From an optimization exercise on the open Yosys and OpenROAD flow, aimed at small area, a short achievable clock period and few clock cycles; shortcuts taken in it are not production practice. Only simulation tests tie the RTL to the original design; equivalence was not proved. Power figures rest on the tool's default switching activity, not on a simulated workload.

## flow/config.mk

```make
export PLATFORM = sky130hd
export DESIGN_NAME = lowest_free_unit_allocator
export DESIGN_NICKNAME = lowest_free_unit_allocator
export VERILOG_FILES = /design/flow/design.v
export SDC_FILE = /design/flow/constraint.sdc
export NUM_CORES = 4
export LEC_CHECK = 0
export CAP_MARGIN = 20
export CORE_MARGIN = 2
export CORE_UTILIZATION = 55
export CTS_CLUSTER_DIAMETER = 60
export CTS_CLUSTER_SIZE = 20
export SETUP_SLACK_MARGIN = 5.0
export SLEW_MARGIN = 20
export SYNTH_HIERARCHICAL = 1
export SYNTH_MINIMUM_KEEP_SIZE = 0
```

## flow/constraint.sdc

```tcl
create_clock -name core_clock -period 8.0 [get_ports {clk}]
set_input_delay 1.6000 -clock core_clock [delete_from_list [all_inputs] [get_ports {clk}]]
set_output_delay 1.6000 -clock core_clock [all_outputs]
set_load 0.01 [all_outputs]
```

## flow/design.v

```verilog
package lfua_pkg;
    localparam int NUM_UNITS_DEF = 64;
    localparam int TIME_BITS_DEF = 32;
    localparam int IN_TIME_W = 32;
    localparam int INDEX_W   = 6;
    localparam int USES_W    = 16;
    localparam int OPENED_W  = 7;
    localparam logic [USES_W-1:0] USES_MAX = '1;
    typedef struct packed {
        logic [IN_TIME_W-1:0] start_time;
        logic [IN_TIME_W-1:0] end_time;
        logic                 last_request;
    } req_t;
    typedef struct packed {
        logic [INDEX_W-1:0]  unit_index;
        logic [USES_W-1:0]   unit_uses;
        logic [OPENED_W-1:0] units_opened;
        logic                all_busy;
        logic                batch_done;
    } rsp_t;
    typedef struct packed {
        logic found;
        logic all_busy;
        logic batch_done;
        logic fresh;
    } alloc_t;
    function automatic logic [USES_W-1:0] sat_inc(input logic [USES_W-1:0] v);
        sat_inc = (v == USES_MAX) ? v : v + 1'b1;
    endfunction
endpackage
module lfua_le
#(
    parameter int W = lfua_pkg::TIME_BITS_DEF
) (
    input  logic [W-1:0] na,
    input  logic [W-1:0] b,
    output logic         le
);
    always_comb
    begin
        logic [W-1:0] g;
        logic [W-1:0] p;
        g = na & b;
        p = na | b;
        for (int w = 1; w < W; w = w * 2)
        begin
            for (int j = 0; j + w < W; j = j + 2 * w)
            begin
                g[j] = g[j + w] | (p[j + w] & g[j]);
                p[j] = p[j + w] & p[j];
            end
        end
        le = g[0] | p[0];
    end
endmodule
module lfua_pick
#(
    parameter int N = lfua_pkg::NUM_UNITS_DEF
) (
    input  logic         v,
    input  logic [N-1:0] free,
    output logic [N-1:0] pick,
    output logic         any
);
    logic [N-1:0] incl;
    always_comb
    begin
        logic [N-1:0] p;
        p = free;
        for (int d = 1; d < N; d = d * 2)
        begin
            p = p | (p << d);
        end
        incl = p;
    end
    assign pick = {N{v}} & free & ~(incl << 1);
    assign any  = incl[N-1];
endmodule
module lowest_free_unit_allocator
#(
    parameter int NUM_UNITS = lfua_pkg::NUM_UNITS_DEF,
    parameter int TIME_BITS = lfua_pkg::TIME_BITS_DEF
) (
    input  logic                 clk,
    input  logic                 rst_n,
    input  logic                 req_valid,
    output logic                 req_ready,
    input  logic [lfua_pkg::IN_TIME_W-1:0] req_start_time,
    input  logic [lfua_pkg::IN_TIME_W-1:0] req_end_time,
    input  logic                 req_last_request,
    output logic                 rsp_valid,
    input  logic                 rsp_ready,
    output logic [lfua_pkg::INDEX_W-1:0]   rsp_unit_index,
    output logic [lfua_pkg::USES_W-1:0]    rsp_unit_uses,
    output logic [lfua_pkg::OPENED_W-1:0]  rsp_units_opened,
    output logic                 rsp_all_busy,
    output logic                 rsp_batch_done
);
    localparam int N   = NUM_UNITS;
    localparam int TW  = TIME_BITS;
    localparam int IW  = $clog2(N);
    localparam int CW  = $clog2(N + 1);
    localparam int UW  = lfua_pkg::USES_W;
    localparam int RW  = lfua_pkg::INDEX_W + UW + lfua_pkg::OPENED_W + 2;
    localparam int BD  = 5;
    localparam int CAP = BD + 1;
    logic [TW-1:0] end_q  [N];
    logic [UW-1:0] uses_q [N];
    logic        rdy_q;
    logic [2:0]  cnt_q;
    logic        take0;
    logic        pop;
    logic [2:0]  cnt_d;
    logic        ov_q;
    assign take0 = req_valid && rdy_q;
    assign pop   = ov_q && rsp_ready;
    assign cnt_d = cnt_q + {2'b0, take0} - {2'b0, pop};
    always_ff @(posedge clk or negedge rst_n)
    begin
        if (!rst_n)
        begin
            cnt_q <= '0;
            rdy_q <= 1'b0;
        end
        else
        begin
            cnt_q <= cnt_d;
            rdy_q <= (cnt_d < 3'(CAP));
        end
    end
    assign req_ready = rdy_q;
    logic [TW-1:0] s0, e0;
    logic          l0, v0;
    always_ff @(posedge clk)
    begin
        s0 <= TW'(req_start_time);
        e0 <= TW'(req_end_time);
        l0 <= req_last_request;
    end
    logic [N-1:0]  cmp2;
    logic [TW-1:0] e2n;
    logic          l2, v2;
    logic [N-1:0]  oh3;
    logic          fresh3, found3, l3, v3;
    logic [CW-1:0] op3;
    logic [UW-1:0] cur4;
    logic          same4, fresh4, found4, l4, v4;
    logic [IW-1:0] idx4;
    logic [CW-1:0] op4;
    logic [UW-1:0] newp;
    logic [N-1:0]  mask_q;
    logic [CW-1:0] n_q;
    logic [N-1:0]  pick;
    logic          c1;
    logic [N-1:0]  raw;
    lfua_le #(.W(TW)) u_le_c1 (.na(e2n), .b(s0), .le(c1));
    for (genvar i = 0; i < N; i++)
    begin : g_le
        lfua_le #(.W(TW)) u_le (.na(end_q[i]), .b(s0), .le(raw[i]));
    end
    always_ff @(posedge clk)
    begin
        for (int i = 0; i < N; i++)
        begin
            cmp2[i] <= pick[i] ? c1 : raw[i];
        end
        e2n  <= ~e0;
        l2   <= l0;
    end
    logic [N-1:0]  freep;
    logic          any_free;
    logic          found2;
    logic          fresh2;
    logic [CW-1:0] op2;
    always_comb
    begin
        for (int i = 0; i < N; i++)
        begin
            freep[i] = !mask_q[i] || cmp2[i];
        end
    end
    lfua_pick #(.N(N)) u_pick (.v(v2), .free(freep), .pick(pick), .any(any_free));
    assign found2   = v2 && any_free;
    assign fresh2   = v2 && !(|(mask_q & cmp2)) && !mask_q[N-1];
    assign op2      = fresh2 ? n_q + 1'b1 : n_q;
    always_ff @(posedge clk or negedge rst_n)
    begin
        if (!rst_n)
        begin
            mask_q <= '0;
            n_q    <= '0;
        end
        else if (v2)
        begin
            mask_q <= l2 ? '0 : (fresh2 ? {mask_q[N-2:0], 1'b1} : mask_q);
            n_q    <= l2 ? '0 : op2;
        end
    end
    always_ff @(posedge clk)
    begin
        oh3    <= pick;
        fresh3 <= fresh2;
        found3 <= found2;
        l3     <= l2;
        op3    <= op2;
    end
    always_ff @(posedge clk)
    begin
        for (int i = 0; i < N; i++)
        begin
            if (pick[i])
            begin
                end_q[i] <= e2n;
            end
        end
    end
    logic [UW-1:0] rd3;
    logic [IW-1:0] idx3;
    logic          same3;
    always_comb
    begin
        rd3  = '0;
        idx3 = '0;
        for (int i = 0; i < N; i++)
        begin
            rd3  = rd3  | (oh3[i] ? uses_q[i] : '0);
            idx3 = idx3 | (oh3[i] ? IW'(i) : '0);
        end
    end
    assign same3 = found3 && found4 && (idx3 == idx4);
    always_ff @(posedge clk)
    begin
        cur4   <= rd3;
        same4  <= same3;
        fresh4 <= fresh3;
        found4 <= found3;
        idx4   <= idx3;
        op4    <= op3;
        l4     <= l3;
    end
    logic [UW-1:0] cur;
    logic [UW-1:0] nxt;
    logic [RW-1:0] res;
    assign cur = fresh4 ? '0 : (same4 ? newp : cur4);
    assign nxt = (&cur) ? cur : cur + 1'b1;
    always_ff @(posedge clk)
    begin
        newp <= nxt;
        for (int i = 0; i < N; i++)
        begin
            if (found4 && idx4 == IW'(i))
            begin
                uses_q[i] <= nxt;
            end
        end
    end
    assign res = {idx4, found4 ? nxt : '0, lfua_pkg::OPENED_W'(op4), !found4, l4};
    always_ff @(posedge clk or negedge rst_n)
    begin
        if (!rst_n)
        begin
            v0 <= 1'b0;
            v2 <= 1'b0;
            v3 <= 1'b0;
            v4 <= 1'b0;
        end
        else
        begin
            v0 <= take0;
            v2 <= v0;
            v3 <= v2;
            v4 <= v3;
        end
    end
    logic [RW-1:0] out_q;
    logic [RW-1:0] hold_q;
    logic [RW-1:0] head;
    logic [RW-1:0] buf_q [BD];
    logic [2:0]    bc_q, rp_q, wp_q;
    logic          need;
    logic          from_buf;
    logic          to_buf;
    assign need     = !ov_q || rsp_ready;
    assign from_buf = need && (bc_q != 3'd0);
    assign to_buf   = v4 && !(need && (bc_q == 3'd0));
    always_ff @(posedge clk or negedge rst_n)
    begin
        if (!rst_n)
        begin
            ov_q <= 1'b0;
            bc_q <= '0;
            rp_q <= '0;
            wp_q <= '0;
        end
        else
        begin
            if (need)
            begin
                ov_q <= from_buf || v4;
            end
            if (from_buf)
            begin
                rp_q <= (rp_q == 3'(BD - 1)) ? '0 : rp_q + 1'b1;
            end
            if (to_buf)
            begin
                wp_q <= (wp_q == 3'(BD - 1)) ? '0 : wp_q + 1'b1;
            end
            bc_q <= bc_q + {2'b0, to_buf} - {2'b0, from_buf};
        end
    end
    assign head = from_buf ? buf_q[rp_q] : res;
    always_ff @(posedge clk)
    begin
        out_q <= need ? head : hold_q;
        if (need && (from_buf || v4))
        begin
            hold_q <= head;
        end
        if (to_buf)
        begin
            buf_q[wp_q] <= res;
        end
    end
    assign rsp_valid        = ov_q;
    assign rsp_unit_index   = out_q[RW-1 -: lfua_pkg::INDEX_W];
    assign rsp_unit_uses    = out_q[2 + lfua_pkg::OPENED_W +: UW];
    assign rsp_units_opened = out_q[2 +: lfua_pkg::OPENED_W];
    assign rsp_all_busy     = out_q[1];
    assign rsp_batch_done   = out_q[0];
endmodule
```

## flow/run.sh

```bash
#!/bin/bash
# synth_recipe.tcl (not shown) runs the flow's synth.tcl, then flattens the netlist and writes it again
# the make line also repeats each setting of config.mk as NAME=value (left out here)
make -C /OpenROAD-flow-scripts/flow DESIGN_CONFIG=/design/flow/config.mk WORK_HOME=/design/flow/orfs CLKGATE_MAP_FILE= SYNTH_SCRIPT=/design/flow/synth_recipe.tcl finish
```

==> qor.yml, run 1 <==
finish:
  nNetsFinal: 10720
  fillers: 19890
  syn2layout_area_growth_pct: 14.52
  drive_above_1_share_pct: 18.38
timing:
  setup_slack_ns: 4.947
  max_slew_margin_pct: 15.20
  holdWs_ns: 0.3295
  hold_viol_final: 0
  rsz0062_at_grt: "yes"
  fin_skew_ns: 0.06483
  finalSetupViolCount: 0
  fin_crit_ns: 3.053
  fmax_ghz: 0.3275
  setup_tns_ns: 0
  worstMarginPinSlew_ns: 1.269
  min_period_over_period_pct: 38.17
  drv_slew: 0
global_route:
  grt_pass1_vias: 102300
  grt_max_degree: 142
  grt_remaining_overflow: 0
  grt_pass1_wl_um: 798200
  antenna_found_initial: 75
  grt_usage_pct: 41.13
setup_path:
  worstPathRequired_ns: 8.79
  arrival_ns: 3.84
  cp_max_fo: 48
  startpoint_type: "flip-flop"
  crit_type: "flip-flop to flip-flop"
  cp-end-kind: "flip-flop"
clock_tree:
  htreeDepth: 5
  numCtsBuffers: 267
  cts_tree: "done"
  cts.sinks: 3663
  clockRootBuffer: "clkbuf_16"
  clk-insertion-delay-late_ns: 0.95
  clock_path_buffers: 4
  path_clk_slew_ns: 0.08
routing:
  wl_per_cell_um: 41.11
  drt_iter0_drc: 20010
  avgViaCountPerCell: 7.674
  drc: 0
  antenna_left: 0
  num_vias: 111800
  drtPass1Iterations: 9
  drt-total-wl_um: 599200
logic_synthesis:
  syn_area_per_cell_um2: 15.24
  ys_ff_latch: 3663
  synth_warnings: 13
  synthArstFlopShare_pct: 2.430
  ys_dominant_reg_cell: "edfxtp_1"
  seq_area_frac_synth_pct: 70.11
  synth_area_mm2: 0.1517
  synth_area_leaders: "edfxtp_1, dfxtp_1, a22o_1"
  synth_nets: 10040
  yosysTopAreaCell: "edfxtp_1"
  yosys.cell_types.count: 83
  syn_inst: 9954
  synth_edf_count: 3258
  synth_top_area_share_pct: 64.48
run_status:
  status: "timing/DRC/antenna clean"
pwr:
  leakagePower_nw: 54.74
  vdd_drop_max_uv: 191.4
  p_total_w: 0.04159
  p_per_area_mw_per_mm2: 239.3
placed_design:
  gp_congestion: 0.9260
  place_ws_ns: 3.435
  dpl.hpwl_um: 319200
  port_buffers: 101
flow_run:
  maxCapViolCount: 0
floorplan:
  rows: 192
  die_w_um: 529.2
  die_h_um: 529.2
  start_util_pct: 55.36
  io_pins: 102
  die_area_mm2: 0.2801
  core-area_mm2: 0.2741
hold_path:
  hp-class: "flip-flop to flip-flop"
==> synth_stat cells, types with 132 or more instances <==
| master | count |
|---|---|
| edfxtp_1 | 3258 |
| a22oi_1 | 339 |
| o22ai_1 | 261 |
| a31oi_1 | 455 |
| o22a_1 | 325 |
| a211oi_1 | 333 |
| nor2_1 | 451 |
| a221oi_1 | 256 |
| o21ai_0 | 163 |
| a21oi_1 | 472 |
| o21ai_1 | 132 |
| dfxtp_1 | 316 |
| o211ai_1 | 268 |
| clkbuf_1 | 142 |
| a22o_1 | 452 |
==> registers in the layout (all words and copies together) (netlist names), 16 cells and up <==
signal / flops
e0: 32
mask_q: 64
end_q: 2048
e2n: 32
oh3: 64
hold_q: 31
cmp2: 64
newp: 16
buf_q: 155
s0: 32
out_q: 31
cur4: 16
uses_q: 1024
==> critical path, cell delays in order (launching register included) <==
cell and delay, ns:
dfxtp_4 0.48, buf_12 0.29, buf_16 0.25, o22a_1 0.28, o21ai_2 0.11, o21bai_1 0.12
a311oi_1 0.33, nand3_1 0.45, mux2_2 0.43
==> repair_timing <==
item,in CTS,in global routing
buffers inserted,117,52
resized for setup,415,118
pin swaps,46,24
cloned,41,14
endpoints found under the setup margin,2848,1309
hold buffers,0,0
==> power by group <==
group | total, W | leakage [nW] | internal (W) | switching, W
sequential | 0.0223 | 33.4 | 0.0218 | 0.000505
combinational | 0.00472 | 16.9 | 0.00149 | 0.00323
clock | 0.0145 | 4.38 | 0.00740 | 0.00715
total | 0.0416 | 54.7 | 0.0307 | 0.0109
==> metrics by stage <==
step,utilization (%),cell area (um2),std cells
after floorplan,-,152500,9954
after global placement,58.46,160200,13820
after detailed placement,58.51,160400,13830
after CTS,62.81,172200,14450
after global routing,63.35,173700,14530
final,63.39,173800,14570
==> routing by layer <==
layer  track usage (%)  routed length (um)  share of wire, %
met2             60.24              256500                43
met1             55.72              218500                36
met3             12.45               88800                15
met5            0.2944                 293             0.049
met4             20.84               35070               5.9
==> final timing paths <==
path | cells after the start | to | slack (ns) | from
max in group asynchronous | 2 | mask_q[15] | 5.95 | rst_n
max reg2reg | 8 | cmp2[25] | 4.95 | s0[18]
min reg2reg | 0 | l4 | 0.33 | l3
min | 0 | l4 | 0.33 | l3
max | 8 | cmp2[25] | 4.95 | s0[18]
min in group asynchronous | 1 | rdy_q | 0.68 | rst_n
==> placed cells by master, fill, tap and decap left out, types with 97 or more instances in the layout <==
cell       instances
nor4_1            97
o221ai_1         130
nand4_1           97
a221oi_1         255
or2_1            130
a31oi_1          455
a211oi_1         330
o21ai_1          132
o211ai_1         268
buf_4            284
o21ai_0          160
a22oi_1          339
clkbuf_16        286
a21oi_1          470
o22a_2           130
o22ai_1          261
edfxtp_1        3258
o22a_1           325
nand2_1          115
dfxtp_1          186
nor2_1           379
a22o_1           452
==> area by class of cell <==
| cell class | instances | area [um2] | share of cell area (%) |
|---|---|---|---|
| clock buffer | 328 | 7289 | 4.195 |
| sequential | 3663 | 106700 | 61.42 |
| timing repair inverter | 10 | 75.07 | 0.04320 |
| tap | 3686 | 4612 | 2.654 |
| multi-input combinational | 6068 | 46400 | 26.70 |
| antenna | 47 | 117.6 | 0.06769 |
| clock inverter | 142 | 1713 | 0.9858 |
| timing repair buffer | 565 | 6565 | 3.778 |
| inverter | 64 | 262.8 | 0.1512 |
==> cells by family after synthesis <==
kind of cell,Yosys count,share of synthesized area (%)
AO/OA/AOI/OAI,4257,21.04
flip-flops,3663,70.11
AND/OR/NAND/NOR,1513,6.042
buffers and inverters,257,0.6687
multiplexers,160,1.386
adder cells (fa/ha/maj),77,0.5912
XOR/XNOR,27,0.1558
Testbench counts, summed over its fixed seeds: cycles 32,048.
==> inputs of run 2 (changes only) <==
--- a/flow/design.v
+++ b/flow/design.v
@@ -102,7 +102,7 @@
     localparam int CW  = $clog2(N + 1);
     localparam int UW  = lfua_pkg::USES_W;
     localparam int RW  = lfua_pkg::INDEX_W + UW + lfua_pkg::OPENED_W + 2;
-    localparam int BD  = 5;
+    localparam int BD  = 4;
     localparam int CAP = BD + 1;
     logic [TW-1:0] end_q  [N];
     logic [UW-1:0] uses_q [N];
@@ -131,12 +131,10 @@
     assign req_ready = rdy_q;
     logic [TW-1:0] s0, e0;
     logic          l0, v0;
-    always_ff @(posedge clk)
-    begin
-        s0 <= TW'(req_start_time);
-        e0 <= TW'(req_end_time);
-        l0 <= req_last_request;
-    end
+    assign s0 = TW'(req_start_time);
+    assign e0 = TW'(req_end_time);
+    assign l0 = req_last_request;
+    assign v0 = take0;
     logic [N-1:0]  cmp2;
     logic [TW-1:0] e2n;
     logic          l2, v2;
@@ -259,14 +257,12 @@
     begin
         if (!rst_n)
         begin
-            v0 <= 1'b0;
             v2 <= 1'b0;
             v3 <= 1'b0;
             v4 <= 1'b0;
         end
         else
         begin
-            v0 <= take0;
             v2 <= v0;
             v3 <= v2;
             v4 <= v3;
==> run 2 against run 1 <==
Net effect:
- fmax is 2.7% lower
- critical path depth up 1
- sequential power decreased by 3%
- still clean
- design area down 2.2%
- critical endpoint is now cmp2[51]
- via count shrank 0.12%
==> qor.yml, run 2 <==
finish:
  syn2layout_area_growth_pct: 14.03
  final_cells: 14240  # -2.3%
  largest-register: "end_q"
  largest_register_ffs: 2048  # unchanged
  nNetsFinal: 10530  # -1.8%
  final_common_cell: "edfxtp_1"
  top_regs: "end_q (2048), uses_q (1024), buf_q (124)"
  drive_above_1_share_pct: 17.71  # -0.67 points
  layout_common_cells: "edfxtp_1, a21oi_1, a31oi_1"
pwr:
  vdd_drop_max_uv: 256.0  # +34%
  p_switching_w: 0.01064  # -2.2%
  swShare_pct: 26.35  # +0.16 points
  leakagePower_nw: 53.58  # -2.1%
  power.internal_w: 0.02975  # -3.1%
  p_seq_share_pct: 53.6  # about the same
  p_per_area_mw_per_mm2: 237.7  # -0.70%
  pwr-share-comb_pct: 11.3  # about the same
  p_clk_share_pct: 35.1  # about the same
clock_tree:
  numCtsBuffers: 264  # -1.1%
  clk-insertion-delay-late_ns: 0.97  # +0.02 ns
  htreeDepth: 5  # unchanged
  cts_tree: "done"
  clock_path_buffers: 4  # unchanged
  path_clk_slew_ns: 0.08  # about the same
  cts.sinks: 3566  # -2.6%
  ctsHoldBuffers: 0  # unchanged
  clockRootBuffer: "clkbuf_16"
logic_synthesis:
  ys_ff_latch: 3566  # -2.6%
  synth_area_mm2: 0.1491  # -1.8%
  seq_area_frac_synth_pct: 69.85  # -0.26 points
  syn_inst: 9840  # -1.1%
  synth_area_leaders: "edfxtp_1, dfxtp_1, a22o_1"
  synth_most_common_cell: "edfxtp_1"
  yosysTopAreaCell: "edfxtp_1"
  ys_dominant_reg_cell: "edfxtp_1"
  synth_warnings: 13  # unchanged
  synth_edf_count: 3227  # -0.95%
  synth_top_area_share_pct: 65.00  # +0.53 points
  synthArstFlopShare_pct: 2.468  # +0.038 points
  synth_nets: 9922  # -1.1%
  yosys.cell_types.count: 76  # -8.4%
  syn_area_per_cell_um2: 15.15  # -0.62%
  synth_commonest_cells: "edfxtp_1, nor2_1, a21oi_1, a31oi_1, a22o_1"
timing:
  drv_slew: 0  # unchanged
  rsz0062_at_grt: "yes"
  fin_skew_ns: 0.06897  # +0.004142 ns
  min_period_over_period_pct: 39.22  # +1.1 points
  worstMarginPinSlew_ns: 1.276  # +0.007189 ns
  fmax_ghz: 0.3187  # -2.7%
  setup_tns_ns: 0  # unchanged
  hold_viol_final: 0  # unchanged
  fin_crit_ns: 3.137  # +0.08416 ns
  max_slew_margin_pct: 14.72  # -0.48 points
  finalSetupViolCount: 0  # unchanged
setup_path:
  startpoint_type: "input port"
  crit_chain: "buf_12, buf_8, buf_8, o22a_2, o221ai_1, nor4_1, o211ai_1, nand3_1, mux2_4"
  worstPathRequired_ns: 8.87  # +0.08 ns
  crit_top_cell: "buf_8"
  crit_type: "input port to flip-flop"
  reg2reg_depth: 5  # -3
  cp-end-kind: "flip-flop"
  arrival_ns: 4.01  # +0.17 ns
  slowest_stage: "buf_8"
  cp_max_fo: 45  # -6.3%
  cp_slowest_stage_delay_ns: 0.36  # -0.12 ns
routing:
  drt-total-wl_um: 601300  # +0.35%
  num_vias: 111700  # -0.12%
  drc: 0  # unchanged
  drt_iter0_drc: 21580  # +7.9%
  wl_per_cell_um: 42.21  # +2.7%
  antenna_left: 0  # unchanged
  avgViaCountPerCell: 7.843  # +2.2%
  drtPass1Iterations: 8  # -1
flow_run:
  maxCapViolCount: 0  # unchanged
global_route:
  antenna_found_initial: 77  # +2.7%
  grt_remaining_overflow: 0  # unchanged
  grt_pass1_vias: 100900  # -1.4%
  grt_max_degree: 134  # -5.6%
  grt_usage_pct: 41.44  # +0.31 points
  grt_pass1_wl_um: 793700  # -0.56%
floorplan:
  die_area_mm2: 0.2752  # -1.7%
  rows: 191  # -0.52%
  start_util_pct: 55.15  # -0.20 points
  io_pins: 102  # unchanged
  core-area_mm2: 0.2703  # -1.4%
  die_w_um: 524.6  # -0.87%
  die_h_um: 524.6  # -0.87%
placed_design:
  placed_cells: 13610  # -1.5%
  port_buffers: 101  # unchanged
  dpl.hpwl_um: 328800  # +3.0%
  gp_congestion: 0.9441  # +2.0%
hold_path:
  worstHoldPathCells: 0  # unchanged
  hp-class: "flip-flop to flip-flop"
run_status:
  status: "timing/DRC/antenna clean"
## run 2: per-stage QoR
| stage | hold slack, ns | instance area, um2 | util, % | setup WS, ns | power, W |
|---|---|---|---|---|---|
| floorplan | 0.3096 | 149900 | - | 4.525 | 0.02388 |
| global placement | 0.3101 | 157600 | 58.29 | 2.967 | 0.02605 |
| detailed placement | 0.3147 | 157700 | 58.34 | 3.002 | 0.02616 |
| CTS | 0.3157 | 168400 | 62.31 | 4.892 | 0.04011 |
| global route | 0.3079 | 169900 | 62.86 | 4.901 | 0.04120 |
| finish | 0.3215 | 170000 | 62.89 | 4.863 | 0.04040 |
## run 2: worst max-delay path, delay by kind of cell
family	cells	cell delay, ns
AOI/OAI and AO/OA	3	0.58
buffers and inverters	3	0.92
muxes	1	0.14
and+or+nand+nor	2	0.49
## run 2: layer usage
layer | global-route usage, % | vias up | part of all wire (%)
met4 | 18.45 | 30 | 5.7
met3 | 12.34 | 1839 | 16
li1 | - | 43730 | -
met2 | 59.13 | 9752 | 41
met1 | 58.86 | 56360 | 36
met5 | 0 | - | 0.034
## run 2: logic make-up after synthesis
logic type / after synthesis / synth area share, %
AOI/OAI and AO/OA: 4217 / 21.26
xor gates and xnor gates: 28 / 0.1645
adders and majority gates: 78 / 0.6102
buffers and inverters: 245 / 0.6337
DFF: 3566 / 69.85
muxes: 126 / 1.172
and+or+nand+nor: 1580 / 6.307
## run 2: cell type report
type | count | area, um2
clock buffer | 317 | 7173
multi-input combinational | 6051 | 46020
clock inverter | 145 | 1638
tap | 3570 | 4467
timing repair inverter | 1 | 8.758
inverter | 56 | 234.0
antenna | 35 | 87.58
fill | 19630 | 100300
sequential | 3566 | 104300
timing repair buffer | 503 | 6017
## run 2: final timing paths
| check | startpoint | endpoint | slack, ns |
|---|---|---|---|
| hold / removal | op3[6] | op4[6] | 0.32 |
| max in group asynchronous | rst_n | mask_q[26] | 6.12 |
| setup reg to reg | oh3[52] | cur4[6] | 4.89 |
| min in group asynchronous | rst_n | bc_q[0] | 0.76 |
| hold reg to reg | op3[6] | op4[6] | 0.32 |
| setup / recovery | req_start_time[14] | cmp2[51] | 4.86 |
## run 2: power by group through the flow
stage          Combinational [W]  Clock [W]  Sequential, W
2_1_floorplan            0.00193          0         0.0219
3_3_place_gp             0.00399          0         0.0221
3_5_place_dp             0.00409          0         0.0221
4_1_cts                  0.00430     0.0142         0.0216
5_1_grt                  0.00469     0.0148         0.0217
6_report                 0.00456     0.0142         0.0217
## run 2: repair_timing
item	CTS	global route
gates resized for setup	440	139
setup endpoints to repair	3080	1976
pin swaps	36	32
gates cloned	25	19
hold endpoints to repair	0	0
buffers inserted	43	46
Testbench counts of run 2, summed over its fixed seeds: cycles 32,040.
==> inputs of run 3 (changes only) <==
--- a/flow/config.mk
+++ b/flow/config.mk
@@ -7,7 +7,7 @@
 export LEC_CHECK = 0
 export CAP_MARGIN = 20
 export CORE_MARGIN = 2
-export CORE_UTILIZATION = 55
+export CORE_UTILIZATION = 62
 export CTS_CLUSTER_DIAMETER = 60
 export CTS_CLUSTER_SIZE = 20
 export SETUP_SLACK_MARGIN = 5.0
==> run 3 against run 2 <==
Net effect:
- utilization increased by 7.3 points
- still clean on timing, DRC and antenna
- first-iteration DRC count grew 6.2%
- clock skew decreased by 0.018 ns
- critical path depth decreased by 5
- register-to-register slack got worse by 0.16 ns
- non-clock buffer count increased by 14
- synthesized area stayed put
- largest cell class unchanged
- clock power down 13%
==> qor.yml, run 3 <==
timing:
  fin_skew_ns: 0.05131  # -0.01767 ns
  fmax_ghz: 0.3057  # -4.1%
  hold_viol_final: 0  # unchanged
  rsz0062_at_grt: "yes"
  drv_slew: 0  # unchanged
  setup_slack_ns: 4.729  # -0.1340 ns
  worstMarginPinSlew_ns: 1.307  # +0.03065 ns
  finalSetupViolCount: 0  # unchanged
  min_period_over_period_pct: 40.89  # +1.7 points
  fin_crit_ns: 3.271  # +0.1340 ns
  setup_tns_ns: 0  # unchanged
  max_slew_margin_pct: 12.67  # -2.0 points
logic_synthesis:
  synth_area_mm2: 0.1491  # unchanged
  synth_warnings: 13  # unchanged
  synth_nets: 9922  # unchanged
  ys_dominant_reg_cell: "edfxtp_1"
  synth_top_area_share_pct: 65.00  # unchanged
  ys_ff_latch: 3566  # unchanged
  synth_commonest_cells: "edfxtp_1, nor2_1, a21oi_1, a31oi_1, a22o_1"
  synth_most_common_cell: "edfxtp_1"
  synth_area_leaders: "edfxtp_1, dfxtp_1, a22o_1"
  yosys.cell_types.count: 76  # unchanged
  synth_edf_count: 3227  # unchanged
  seq_area_frac_synth_pct: 69.85  # unchanged
  syn_inst: 9840  # unchanged
  syn_area_per_cell_um2: 15.15  # unchanged
  synthArstFlopShare_pct: 2.468  # unchanged
  yosysTopAreaCell: "edfxtp_1"
floorplan:
  die_area_mm2: 0.2444  # -11%
  io_pins: 102  # unchanged
  die_h_um: 494.3  # -5.8%
  die_w_um: 494.3  # -5.8%
  core-area_mm2: 0.2399  # -11%
  rows: 180  # -5.8%
  start_util_pct: 62.15  # +7.0 points
routing:
  drc: 0  # unchanged
  drt-total-wl_um: 582300  # -3.1%
  antenna_left: 0  # unchanged
  drtPass1Iterations: 9  # +1
  num_vias: 112300  # +0.49%
  avgViaCountPerCell: 8.113  # +3.4%
  drt_iter0_drc: 22920  # +6.2%
  wl_per_cell_um: 42.09  # -0.30%
setup_path:
  crit_family: "simple AND/OR/NAND/NOR gates"
  worstPathRequired_ns: 8.68  # -0.19 ns
  cp-end-kind: "flip-flop"
  cp_slowest_stage_delay_ns: 1.06  # +0.70 ns
  startpoint_type: "flip-flop"
  reg2reg_depth: 4  # -1
  crit_type: "flip-flop to flip-flop"
  arrival_ns: 3.95  # -0.06 ns
  path_buf_inv: 0  # -3
  rr_endpoint: "cur4[12]"
  crit_chain: "a22o_1, a221oi_1, nand4_1, or4_1"
  rrSetupSlack_ns: 4.73  # -0.16 ns
  slowest_stage: "or4_1"
  timing.rr.start: "oh3[22]"
  cp_max_fo: 17  # -62%
clock_tree:
  numCtsBuffers: 220  # -17%
  htreeDepth: 4  # -1
  clockRootBuffer: "clkbuf_16"
  cts.sinks: 3566  # unchanged
  cts_tree: "done"
  path_clk_slew_ns: 0.09  # about the same
  clk-insertion-delay-late_ns: 0.95  # -0.02 ns
  clock_path_buffers: 3  # -1
global_route:
  grt_max_degree: 109  # -19%
  grt_pass1_wl_um: 779600  # -1.8%
  antenna_found_initial: 83  # +7.8%
  grt_use_met2_pct: 64.64  # +5.5 points
  grt_pass1_vias: 102300  # +1.4%
  met1_usage_pct: 62.16  # +3.3 points
  grtUsageMet3_pct: 17.85  # +5.5 points
  grt_usage_pct: 46.07  # +4.6 points
  top_usage_layer: "met2"
  grt_remaining_overflow: 0  # unchanged
finish:
  final_common_cell: "edfxtp_1"
  top_regs: "end_q (2048), uses_q (1024), buf_q (124)"
  fillers: 15860  # -19%
  multi_input_area_mm2: 0.04613  # +0.24%
  syn2layout_area_growth_pct: 12.89
  seq_area_mm2: 0.1043  # about the same
  largest-register: "end_q"
  layout_common_cells: "edfxtp_1, a21oi_1, a31oi_1"
  drive_above_1_share_pct: 17.06  # -0.65 points
  nNetsFinal: 10500  # -0.23%
  largest_register_ffs: 2048  # unchanged
placed_design:
  gp_congestion: 0.9611  # +1.8%
  place_ws_ns: 2.990  # -0.01238 ns
  port_buffers: 101  # unchanged
  dpl.hpwl_um: 313100  # -4.8%
flow_run:
  maxCapViolCount: 0  # unchanged
run_status:
  status: "timing/DRC/antenna clean"
hold_path:
  hold_end: "op4[2]"
  worst_hold_startpoint: "op3[2]"
  hp-class: "flip-flop to flip-flop"
  worstHoldPathCells: 0  # unchanged
pwr:
  leakagePower_nw: 52.94  # -1.2%
  p_per_area_mw_per_mm2: 228.4  # -3.9%
  vdd_drop_max_uv: 231.4  # -9.6%
==> run 3: cell count changes in the layout (fill, tap and decap cells not counted), moves of 7 or more <==
cell | previous run | this run
inv_8 | 14 | 4
clkbuf_8 | 9 | 17
buf_12 | 67 | 83
nor4_2 | 8 | 1
nor4_1 | 91 | 98
nand2b_4 | 8 | 16
inv_6 | 36 | 22
clkbuf_1 | 32 | 65
diode_2 | 35 | 58
clkbuf_16 | 291 | 239
clkinv_8 | 16 | 6
==> run 3: repair_timing <==
action / in CTS / in global routing
endpoints found under the setup margin: 3326 / 1625
gates resized for setup: 457 / 154
hold buffers: 0 / 0
pin swaps: 46 / 25
gates cloned: 30 / 15
setup buffers: 81 / 58
==> run 3: cell families (layout without fill, tap and decap cells) <==
group,after synthesis,in the layout,synth area share (%)
flip-flops,3566,3566,69.85
other,0,58,0
XOR/XNOR,28,28,0.1645
buffers and inverters,245,971,0.6337
AO/OA/AOI/OAI,4217,4217,21.26
multiplexers,126,126,1.172
AND/OR/NAND/NOR,1580,1608,6.307
adder cells (fa/ha/maj),78,78,0.6102
==> run 3: layer usage <==
| layer | vias to the layer above | routed length [um] |
|---|---|---|
| li1 | 43650 | - |
| met1 | 55620 | 196200 |
| met2 | 10730 | 239000 |
| met3 | 2214 | 107600 |
| met4 | 44 | 39150 |
| met5 | - | 322 |
==> run 3: how the worst max path moves through the flow <==
stage,start,slack [ns],to,cells after the start
after floorplan,rsp_ready,4.52,bc_q[2],13
after global placement,req_start_time[14],2.99,cmp2[49],8
after detailed placement,req_start_time[14],2.99,cmp2[6],8
after CTS,ov_q,4.89,rsp_valid,1
after global routing,ov_q,4.90,rsp_valid,1
final,oh3[22],4.73,cur4[12],4
==> run 3: cell type report <==
| class | count | share of cell area (%) |
|---|---|---|
| flip-flops and latches | 3566 | 62.01 |
| inverters | 56 | 0.1487 |
| clock inverters | 99 | 0.7487 |
| well taps | 3185 | 2.368 |
| repair buffers | 517 | 3.693 |
| repair inverters | 1 | 0.005205 |
| clock buffers | 298 | 3.535 |
| multi-input cells | 6057 | 27.41 |
| diodes | 58 | 0.08625 |
==> run 3: worst register-to-register path, cell delays in order, from the launching register on <==
cell and delay, ns:
dfxtp_2 0.63, a22o_1 0.40, a221oi_1 0.31, nand4_1 0.60, or4_1 1.06
==> run 3: power by group <==
group | switching, W | total [W] | internal (W) | leakage [nW]
registers | 0.000424 | 0.0217 | 0.0213 | 32.6
clock network | 0.00646 | 0.0123 | 0.00583 | 3.48
logic | 0.00312 | 0.00445 | 0.00134 | 16.9
total | 0.0100 | 0.0384 | 0.0284 | 52.9
==> run 3: metrics by stage <==
step	total power, W	util (%)	hold slack, ns	cell area [um2]	instances
2_1_floorplan	0.02388	-	0.3096	149900	9840
3_3_place_gp	0.02591	65.37	0.3099	156800	13190
3_5_place_dp	0.02604	65.38	0.3121	156800	13190
4_1_cts	0.03808	69.45	0.3306	166600	13700
5_1_grt	0.03918	70.12	0.3353	168200	13800
6_report	0.03844	70.16	0.3306	168300	13840

-- re-timing with driven ports --
In the flow no input, the clock included, has a driving cell. The finished layouts below were timed again as built, in two steps.
Step 1, drivers: a clkbuf_16 drives clk and a buf_2 each remaining input, both assumed.
Step 2 adds t to the input delays and takes it off the output delays; t is the mean of the earliest and latest rising clock arrival at the registers after step 1. Input paths then give back, and output paths get back, about the clock's delay inside the block.
Slacks: ideal ports / drivers / drivers and shift; pairs: ideal ports / drivers.
run	t (ns)	setup WS [ns]	pins driven straight from the clock port
run 1	1.021	4.947 / 4.862 / 4.250	1
run 2	1.030	4.863 / 4.582 / 3.552	1
run 3	1.038	4.729 / 4.729 / 3.861	1
After both steps setup and hold are still met in every run listed. For run 2, which loses most, drivers alone change the setup slack by -0.281 ns; drivers and shift together by -1.311 ns.
